This is an optimization exercise on Yosys and OpenROAD, whose aim is small area, not a production implementation. Where RTL was checked, it was by simulation tests only, not by an equivalence proof against the original. No activity file was given, so power comes from the tool's default toggle rates.

==> run a: inputs <==
==> flow/design.v <==
module multi_delimiter_record_splitter_top (
	input  logic        clk,
	input  logic        arst_n,
	input  logic        data_in_valid,
	output logic        data_in_ready,
	input  logic [7:0]  data_in_data_byte,
	input  logic        data_in_end_of_input,
	output logic        data_out_valid,
	input  logic        data_out_ready,
	output logic [7:0]  data_out_out_byte,
	output logic        data_out_is_data,
	output logic        data_out_matched,
	output logic [1:0]  data_out_separator_index,
	output logic        data_out_last,
	input  logic        cfg_valid,
	output logic        cfg_ready,
	input  logic [2:0]  cfg_index,
	input  logic [63:0] cfg_data
);
	logic [3:0][7:0][7:0] ring;     
	logic [3:0][2:0]      idx1;     
	logic [3:0]           dflt;     
	logic [3:0][3:0]      len;      
	logic                 cs;
	logic                 esc_en;
	logic [7:0]           esc_b;
	assign cfg_ready = 1'b1;
	logic [3:0]            we_k;
	logic [3:0]            we_n;
	logic [7:0][7:0]       wr_b;      
	logic [3:0][7:0][7:0]  ring_d;
	always_comb begin
		for (int k = 0; k < 4; k++) begin
			we_k[k] = cfg_valid && cfg_index == 3'(k);
			we_n[k] = !we_k[k];
		end
		for (int s = 0; s < 8; s++) wr_b[s] = s[0] ? cfg_data[8*s +: 8] : ~cfg_data[8*s +: 8];
	end
	for (genvar k = 0; k < 4; k++) begin : g_ring
		for (genvar s = 0; s < 8; s++) begin : g_slot
			for (genvar b = 0; b < 8; b++) begin : g_bit
				mdrs_ring_step u_step (
					.we   (we_k[k]),
					.we_n (we_n[k]),
					.d    (wr_b[s][b]),
					.q    (ring[k][(s + 1) % 8][b]),
					.y    (ring_d[k][s][b])
				);
			end
		end
	end
	always_ff @(posedge clk) ring <= ring_d;
	always_ff @(posedge clk or negedge arst_n) begin
		if (!arst_n) begin
			idx1   <= {4{3'd1}};
			dflt   <= 4'hF;
			len    <= 16'h0021;
			cs     <= 1'b1;
			esc_en <= 1'b0;
			esc_b  <= 8'h5C;
		end else begin
			for (int k = 0; k < 4; k++) begin
				if (cfg_valid && cfg_index == 3'(k)) begin
					idx1[k] <= 3'd1;
					dflt[k] <= 1'b0;
				end else begin
					idx1[k] <= {idx1[k][2] ^ (idx1[k][1] & idx1[k][0]), idx1[k][1] ^ idx1[k][0], ~idx1[k][0]};
				end
			end
			if (cfg_valid) begin
				case (cfg_index)
					3'd4: len    <= cfg_data[15:0];
					3'd5: cs     <= cfg_data[0];
					3'd6: esc_en <= cfg_data[0];
					3'd7: esc_b  <= cfg_data[7:0];
					default: ;
				endcase
			end
		end
	end
	localparam logic [1:0] S_IDLE = 2'd0, S_PASS = 2'd1, S_INS = 2'd2, S_EMIT = 2'd3;
	logic [1:0]      st;
	logic [3:0]      fill;
	logic [2:0]      h;         
	logic            zq;        
	logic            esc_q;
	logic [3:0]      carry;
	logic [3:0]      hit;
	logic [3:0][7:0] pm;        
	logic [7:0][7:0] win;       
	logic            o_valid;
	logic            o_term;
	logic [7:0]      o_byte;
	logic [7:0] c;
	logic       ci;
	logic       proc;
	logic [3:0] nd;
	logic [3:0] nhit;
	assign c  = data_in_data_byte;
	assign ci = !cs && c[7:6] == 2'b01 && c[4:0] != 5'd0 && c[4:0] <= 5'd26;
	logic c00, c0a, c0d;
	assign c00 = (c == 8'h00);
	assign c0a = (c == 8'h0A);
	assign c0d = (c == 8'h0D);
	assign proc = (st == S_PASS);
	always_comb begin
		for (int k = 0; k < 4; k++) begin
			logic [7:0] x;
			logic       eq;
			logic       pred;
			logic       en;
			x = c ^ ring[k][0];
			eq = (x[7:6] == 2'b00) && (x[4:0] == 5'd0) && (!x[5] || ci);
			if (dflt[k]) begin
				case (k)
					0: eq = (idx1[k] == 3'd1) ? c0a : c00;
					1: eq = (idx1[k] == 3'd1) ? c0d : (idx1[k] == 3'd2) ? c0a : c00;
					default: eq = c00;
				endcase
			end
			en = len[k][3] ? (len[k][2:0] == 3'd0) : (len[k][2:0] != 3'd0);
			pred = (idx1[k] == 3'd1) || (carry[k] && !zq);
			nd[k] = pred && eq;
			nhit[k] = proc && en && (idx1[k] == len[k][2:0]) && nd[k];
		end
	end
	always_ff @(posedge clk) begin
		for (int k = 0; k < 4; k++) begin
			for (int s = 0; s < 7; s++) pm[k][s] <= pm[k][s+1];
			pm[k][7] <= proc ? nd[k] : pm[k][0];
			carry[k] <= pm[k][0];
		end
	end
	logic [3:0] keep;
	logic [1:0] kb;
	logic [2:0] fill1;
	assign fill1 = fill[2:0] + 3'd1;
	always_comb begin
		for (int k = 0; k < 4; k++) keep[k] = hit[k] && !fill[3] && (len[k][2:0] == fill1);
	end
	assign kb = hit[0] ? 2'd0 : hit[1] ? 2'd1 : hit[2] ? 2'd2 : hit[3] ? 2'd3 : 2'd0;
	logic is_esc;
	logic o_free;
	logic aligned;      
	logic ins_ok;
	logic take;
	logic ins;
	logic pop;
	logic term;
	assign is_esc  = esc_en && (c == esc_b);
	assign o_free  = !o_valid || data_out_ready;
	assign aligned = (h + fill[2:0]) == 3'd0;
	assign ins_ok  = (fill == 4'd0) || (h == 3'd0);
	always_comb begin
		take = 1'b0;
		ins  = 1'b0;
		pop  = 1'b0;
		term = 1'b0;
		case (st)
			S_IDLE: take = data_in_valid && !o_valid && (data_in_end_of_input || (!esc_q && is_esc));
			S_PASS: take = (h == 3'd7) && ((hit | nhit) != 4'd0);
			S_INS: begin
				ins  = ins_ok;
				take = ins_ok;
			end
			default: begin
				if (fill != 4'd0 && keep == 4'd0) pop = o_free && aligned;
				else term = o_free;
			end
		endcase
	end
	assign data_in_ready = take;
	always_ff @(posedge clk) begin
		for (int s = 1; s < 8; s++) win[s] <= win[s-1];
		win[0] <= ins ? c : win[7];
	end
	always_ff @(posedge clk or negedge arst_n) begin
		if (!arst_n) begin
			st    <= S_IDLE;
			fill  <= '0;
			h     <= '0;
			zq    <= 1'b1;
			esc_q <= 1'b0;
			o_valid <= 1'b0;
		end else begin
			h   <= ins ? 3'd0 : {h[2] ^ (h[1] & h[0]), h[1] ^ h[0], ~h[0]};
			if (o_free) o_valid <= 1'b0;
			case (st)
				S_IDLE: begin
					if (data_in_valid && !o_valid) begin
						if (data_in_end_of_input) begin
							st    <= S_EMIT;
							zq    <= 1'b1;
						end else if (esc_q) begin
							st <= S_INS;
						end else if (is_esc) begin
							esc_q <= 1'b1;
						end else if (h == 3'd7) begin
							st <= S_PASS;
						end
					end
				end
				S_PASS: begin
					if (h == 3'd7) begin
						if ((hit | nhit) != 4'd0) begin
							st   <= S_EMIT;
							zq   <= 1'b1;
						end else begin
							st <= S_INS;
						end
					end
				end
				S_INS: begin
					if (ins_ok) begin
						st    <= S_IDLE;
						zq    <= esc_q;
						esc_q <= 1'b0;
						if (fill == 4'd8) begin
							o_valid <= 1'b1;
						end else begin
							fill <= fill + 4'd1;
						end
					end
				end
				default: begin
					if (pop) begin
						fill    <= fill - 4'd1;
						o_valid <= 1'b1;
					end else if (term) begin
						fill    <= 4'd0;
						o_valid <= 1'b1;
						esc_q   <= 1'b0;
						st      <= S_IDLE;
					end
				end
			endcase
		end
	end
	always_ff @(posedge clk) begin
		if (st == S_PASS) hit <= hit | nhit;
		else if (st == S_IDLE && data_in_valid && !o_valid) hit <= '0;
		else if (term) hit <= keep;
	end
	always_ff @(posedge clk) begin
		if (pop || (ins && fill == 4'd8)) o_byte <= win[7];
		else if (term) o_byte <= 8'h00;
		if (pop || ins) o_term <= 1'b0;
		else if (term) o_term <= 1'b1;
	end
	assign data_out_valid           = o_valid;
	assign data_out_out_byte        = o_byte;
	assign data_out_is_data         = !o_term;
	assign data_out_matched         = o_term && (hit != 4'd0);
	assign data_out_separator_index = o_term ? kb : 2'd0;
	assign data_out_last            = o_term || (st != S_EMIT);
endmodule
module mdrs_ring_step (
	input  logic       we,
	input  logic       we_n,
	input  logic d,
	input  logic q,
	output logic y
);
	assign y = ~((we_n | d) & (we | q));
endmodule
==> flow/flow/run.sh <==
#!/bin/bash
# Own layout flow: the standard flow (the standard.sh, standard synthesis
# unchanged) with the smallest buffer on the ports and a clock tree built
# without dummy loads. Every tool's output goes to standard.log here, and ORFS
# keeps per-step logs under orfs/logs.
export BUFFER_PORTS_ARGS="-buffer_cell sky130_fd_sc_hd__buf_1"
export CTS_ARGS="-sink_clustering_enable -repair_clock_nets -dont_use_dummy_load -buf_list sky130_fd_sc_hd__clkbuf_4 -sink_clustering_size 12 -sink_clustering_max_diameter 40"
bash standard.sh > standard.log 2>&1
==> flow/standard.sh <==
#!/bin/bash
# synth_recipe.tcl (not shown) runs the flow's synth.tcl, then flattens the netlist and writes it again
# the make line also repeats each setting of config.mk as NAME=value (left out here)
make -C /OpenROAD-flow-scripts/flow DESIGN_CONFIG=/design/flow/config.mk WORK_HOME=/design/flow/orfs CLKGATE_MAP_FILE= SYNTH_SCRIPT=/design/flow/synth_recipe.tcl "${@:-finish}"
==> flow/config.mk <==
export PLATFORM = sky130hd
export DESIGN_NAME = multi_delimiter_record_splitter_top
export DESIGN_NICKNAME = multi_delimiter_record_splitter_top
export VERILOG_FILES = /design/flow/design.v
export SDC_FILE = /design/flow/constraint.sdc
export NUM_CORES = 4
export LEC_CHECK = 0
export CAP_MARGIN = 20
export CORE_MARGIN = 2
export CORE_UTILIZATION = 70
export SLEW_MARGIN = 20
export SYNTH_HIERARCHICAL = 1
export SYNTH_MINIMUM_KEEP_SIZE = 0
==> flow/constraint.sdc <==
create_clock -name core_clock -period 20.0 [get_ports {clk}]
set_input_delay 4.0000 -clock core_clock [delete_from_list [all_inputs] [get_ports {clk}]]
set_output_delay 4.0000 -clock core_clock [all_outputs]
set_load 0.01 [all_outputs]
==> run b: changes against run a <==
==> flow/design.v, changed modules only <==
module multi_delimiter_record_splitter_top (
	input  logic        clk,
	input  logic        arst_n,
	input  logic        data_in_valid,
	output logic        data_in_ready,
	input  logic [7:0]  data_in_data_byte,
	input  logic        data_in_end_of_input,
	output logic        data_out_valid,
	input  logic        data_out_ready,
	output logic [7:0]  data_out_out_byte,
	output logic        data_out_is_data,
	output logic        data_out_matched,
	output logic [1:0]  data_out_separator_index,
	output logic        data_out_last,
	input  logic        cfg_valid,
	output logic        cfg_ready,
	input  logic [2:0]  cfg_index,
	input  logic [63:0] cfg_data
);
	logic [3:0][7:0][7:0] ring;     
	logic [3:0][2:0]      idx;      
	logic [3:0]           dflt;     
	logic [3:0]           len_en;   
	logic [3:0][2:0]      len_m;    
	logic                 cs;
	logic                 esc_en;
	logic [7:0]           esc_b;
	assign cfg_ready = 1'b1;
	always_ff @(posedge clk) begin
		for (int k = 0; k < 4; k++) begin
			if (cfg_valid && cfg_index == 3'(k)) begin
				ring[k] <= cfg_data ^ 64'hFF00_FF00_FF00_FF00;
			end else begin
				for (int s = 1; s < 8; s++) ring[k][s] <= ~ring[k][s-1];
				ring[k][0] <= ~ring[k][7];
			end
		end
	end
	always_ff @(posedge clk or negedge arst_n) begin
		if (!arst_n) begin
			idx    <= '0;
			dflt   <= 4'hF;
			len_en <= 4'b0011;
			len_m  <= {3'd0, 3'd0, 3'd1, 3'd0};
			cs     <= 1'b1;
			esc_en <= 1'b0;
			esc_b  <= 8'h5C;
		end else begin
			for (int k = 0; k < 4; k++) begin
				if (cfg_valid && cfg_index == 3'(k)) begin
					idx[k]  <= 3'd0;
					dflt[k] <= 1'b0;
				end else begin
					idx[k] <= {idx[k][2] ^ ~(idx[k][1] | idx[k][0]), ~(idx[k][1] ^ idx[k][0]), ~idx[k][0]};
				end
			end
			if (cfg_valid) begin
				case (cfg_index)
					3'd4: begin
						for (int k = 0; k < 4; k++) begin
							len_en[k] <= (cfg_data[4*k +: 4] != 4'd0) && (cfg_data[4*k +: 4] <= 4'd8);
							len_m[k]  <= cfg_data[4*k +: 3] - 3'd1;
						end
					end
					3'd5: cs     <= cfg_data[0];
					3'd6: esc_en <= cfg_data[0];
					3'd7: esc_b  <= cfg_data[7:0];
					default: ;
				endcase
			end
		end
	end
	localparam logic [1:0] S_IDLE = 2'd0, S_PASS = 2'd1, S_INS = 2'd2, S_EMIT = 2'd3;
	logic [1:0]      st;
	logic            pf;        
	logic [3:0]      fill;
	logic [2:0]      h;         
	logic            zq;        
	logic            esc_q;
	logic            em_m;      
	logic [3:0]      act;
	logic [3:0]      hit;
	logic [3:0][7:0] pm;        
	logic [7:0][7:0] win;       
	logic            o_valid;
	logic            o_term;
	logic [7:0]      o_byte;
	logic [7:0] c;
	logic       ci;
	logic [3:0] proc_k;
	logic [3:0] nd;
	logic [3:0] nhit;
	assign c  = data_in_data_byte;
	assign ci = !cs && c[7:6] == 2'b01 && c[4:0] != 5'd0 && c[4:0] <= 5'd26;
	logic c00, c0a, c0d;
	assign c00 = (c == 8'h00);
	assign c0a = (c == 8'h0A);
	assign c0d = (c == 8'h0D);
	always_comb begin
		for (int k = 0; k < 4; k++) begin
			logic [7:0] x;
			logic       eq;
			logic       pred;
			x = c ^ ring[k][0];
			eq = (x[7:6] == 2'b00) && (x[4:0] == 5'd0) && (!x[5] || ci);
			if (dflt[k]) begin
				case (k)
					0: eq = (idx[k] == 3'd0) ? c0a : c00;
					1: eq = (idx[k] == 3'd0) ? c0d : (idx[k] == 3'd1) ? c0a : c00;
					default: eq = c00;
				endcase
			end
			proc_k[k] = (st == S_PASS) && ((idx[k] == 3'd7 && !pf) || act[k]);
			pred = (idx[k] == 3'd0) || (pm[k][7] && !zq);
			nd[k] = pred && eq;
			nhit[k] = proc_k[k] && len_en[k] && (idx[k] == len_m[k]) && nd[k];
		end
	end
	always_ff @(posedge clk) begin
		for (int k = 0; k < 4; k++) begin
			pm[k][0] <= pm[k][7];
			pm[k][1] <= proc_k[k] ? nd[k] : pm[k][0];
			for (int s = 2; s < 8; s++) pm[k][s] <= pm[k][s-1];
		end
	end
	logic       selA, selB, selF;
	logic [2:0] mA, mB, mb;
	logic [1:0] kb;
	assign selA = hit[1] && (!hit[0] || len_m[1] > len_m[0]);
	assign mA   = selA ? len_m[1] : len_m[0];
	assign selB = hit[3] && (!hit[2] || len_m[3] > len_m[2]);
	assign mB   = selB ? len_m[3] : len_m[2];
	assign selF = (hit[2] || hit[3]) && (!(hit[0] || hit[1]) || mB > mA);
	assign mb   = selF ? mB : mA;
	assign kb   = selF ? {1'b1, selB} : {1'b0, selA};
	logic is_esc;
	logic o_free;
	logic aligned;      
	logic ins_ok;
	logic take;
	logic ins;
	logic pop;
	logic term;
	logic [2:0] thr;
	assign is_esc  = esc_en && (c == esc_b);
	assign o_free  = !o_valid || data_out_ready;
	assign aligned = (h + fill[2:0]) == 3'd0;
	assign ins_ok  = (fill == 4'd0) || (h == 3'd0);
	assign thr     = em_m ? mb : 3'd0;
	always_comb begin
		take = 1'b0;
		ins  = 1'b0;
		pop  = 1'b0;
		term = 1'b0;
		case (st)
			S_IDLE: take = data_in_valid && !o_valid && (data_in_end_of_input || (!esc_q && is_esc));
			S_PASS: take = pf && (h == 3'd7) && (hit != 4'd0);
			S_INS: begin
				ins  = ins_ok;
				take = ins_ok;
			end
			default: begin
				if (fill > {1'b0, thr}) pop = o_free && aligned;
				else term = o_free;
			end
		endcase
	end
	assign data_in_ready = take;
	always_ff @(posedge clk) begin
		for (int s = 1; s < 8; s++) win[s] <= win[s-1];
		win[0] <= ins ? c : win[7];
	end
	always_ff @(posedge clk or negedge arst_n) begin
		if (!arst_n) begin
			st    <= S_IDLE;
			pf    <= 1'b0;
			fill  <= '0;
			h     <= '0;
			zq    <= 1'b1;
			esc_q <= 1'b0;
			o_valid <= 1'b0;
		end else begin
			h   <= ins ? 3'd0 : {h[2] ^ (h[1] & h[0]), h[1] ^ h[0], ~h[0]};
			if (st == S_PASS && h == 3'd7) pf <= !pf;
			if (o_free) o_valid <= 1'b0;
			case (st)
				S_IDLE: begin
					if (data_in_valid && !o_valid) begin
						if (data_in_end_of_input) begin
							st    <= S_EMIT;
							zq    <= 1'b1;
						end else if (esc_q) begin
							st <= S_INS;
						end else if (is_esc) begin
							esc_q <= 1'b1;
						end else if (h == 3'd7) begin
							st <= S_PASS;
						end
					end
				end
				S_PASS: begin
					if (pf && h == 3'd7) begin
						if (hit != 4'd0) begin
							st   <= S_EMIT;
							zq   <= 1'b1;
						end else begin
							st <= S_INS;
						end
					end
				end
				S_INS: begin
					if (ins_ok) begin
						st    <= S_IDLE;
						zq    <= esc_q;
						esc_q <= 1'b0;
						if (fill == 4'd8) begin
							o_valid <= 1'b1;
						end else begin
							fill <= fill + 4'd1;
						end
					end
				end
				default: begin
					if (pop) begin
						fill    <= fill - 4'd1;
						o_valid <= 1'b1;
					end else if (term) begin
						fill    <= 4'd0;
						o_valid <= 1'b1;
						esc_q   <= 1'b0;
						st      <= S_IDLE;
					end
				end
			endcase
		end
	end
	always_ff @(posedge clk) begin
		act <= proc_k & {idx[3] != 3'd0, idx[2] != 3'd0, idx[1] != 3'd0, idx[0] != 3'd0};
		if (st == S_PASS) hit <= hit | nhit;
		else if (st == S_IDLE && data_in_valid && !o_valid) hit <= '0;
	end
	always_ff @(posedge clk) begin
		if (pop || (ins && fill == 4'd8)) o_byte <= win[7];
		else if (term) o_byte <= 8'h00;
		if (pop || ins) o_term <= 1'b0;
		else if (term) o_term <= 1'b1;
		if (st == S_IDLE && data_in_valid && !o_valid && data_in_end_of_input) em_m <= 1'b0;
		else if (st == S_PASS && pf && h == 3'd7 && hit != 4'd0) em_m <= 1'b1;
	end
	assign data_out_valid           = o_valid;
	assign data_out_out_byte        = o_byte;
	assign data_out_is_data         = !o_term;
	assign data_out_matched         = o_term && em_m;
	assign data_out_separator_index = (o_term && em_m) ? kb : 2'd0;
	assign data_out_last            = o_term || (st != S_EMIT);
endmodule
// module mdrs_ring_step removed
==> flow/run.sh (new file) <==
#!/bin/bash
# synth_recipe.tcl (not shown) runs the flow's synth.tcl, then flattens the netlist and writes it again
# the make line also repeats each setting of config.mk as NAME=value (left out here)
make -C /OpenROAD-flow-scripts/flow DESIGN_CONFIG=/design/flow/config.mk WORK_HOME=/design/flow/orfs CLKGATE_MAP_FILE= SYNTH_SCRIPT=/design/flow/synth_recipe.tcl finish
--- a/flow/config.mk
+++ b/flow/config.mk
@@ -8,6 +8,5 @@
 export CAP_MARGIN = 20
 export CORE_MARGIN = 2
 export CORE_UTILIZATION = 70
+export CTS_BUF_LIST = sky130_fd_sc_hd__clkbuf_2
 export SLEW_MARGIN = 20
-export SYNTH_HIERARCHICAL = 1
-export SYNTH_MINIMUM_KEEP_SIZE = 0
removed: flow/flow/run.sh
removed: flow/standard.sh
==> comparison <==
Against run a, the utilization of run b is higher by 5.1 points. Of run b and run a, run a has the higher maximum frequency (gap about 1.1%, measured against run a). Of run a and run b, run b has the higher power (gap about 13%, measured against run b). Between run a and run b, the lower combinational power is in run a (gap about 20%, measured against run b). Against run b, the critical path depth of run a is higher by 2. Against run a, the sequential share of layout area of run b is lower by 8.3 points. Between run a and run b, the lower synthesized cell count is in run a (gap about 18%, measured against run b). Run a ran to the end with no violations. Run b completed with no timing, DRC or antenna violations. In run a the count of clock-buffer cells in the layout is lower than in run b, by 100.
No functional check of the RTL was part of run b.

port drivers added, routing unchanged:
Ports are ideal in the flow. The routed layouts listed here were re-timed in OpenROAD. Step 1 sets driving cells, clkbuf_16 on the clock port and buf_2 on the other inputs (assumed; they add their load-dependent delay and slew). Step 2 adds t to the input delays and takes it off the output delays; t is the mean of the earliest and latest rising clock arrival at the registers after step 1. Input paths then give back, and output paths get back, about the clock's delay inside the block. Three values: ideal ports, drivers, drivers and shift; two values: the first two.
run | t (ns) | slack for setup (ns) | hold WS [ns] | worst register clock-pin slew, ns | worst data-port slew with drivers (ns)
run a | 0.658 | 9.506 / 9.477 / 9.477 | 0.287 / 0.287 / 0.287 | 0.12 / 0.12 | 0.08
run b | 0.901 | 9.388 / 9.364 / 9.364 | 0.250 / 0.250 / 0.250 | 0.12 / 0.12 | 0.09
After both steps every run listed still meets setup and hold. For run a, which loses most, drivers alone change the setup slack by -0.029 ns; drivers and shift together by -0.029 ns.
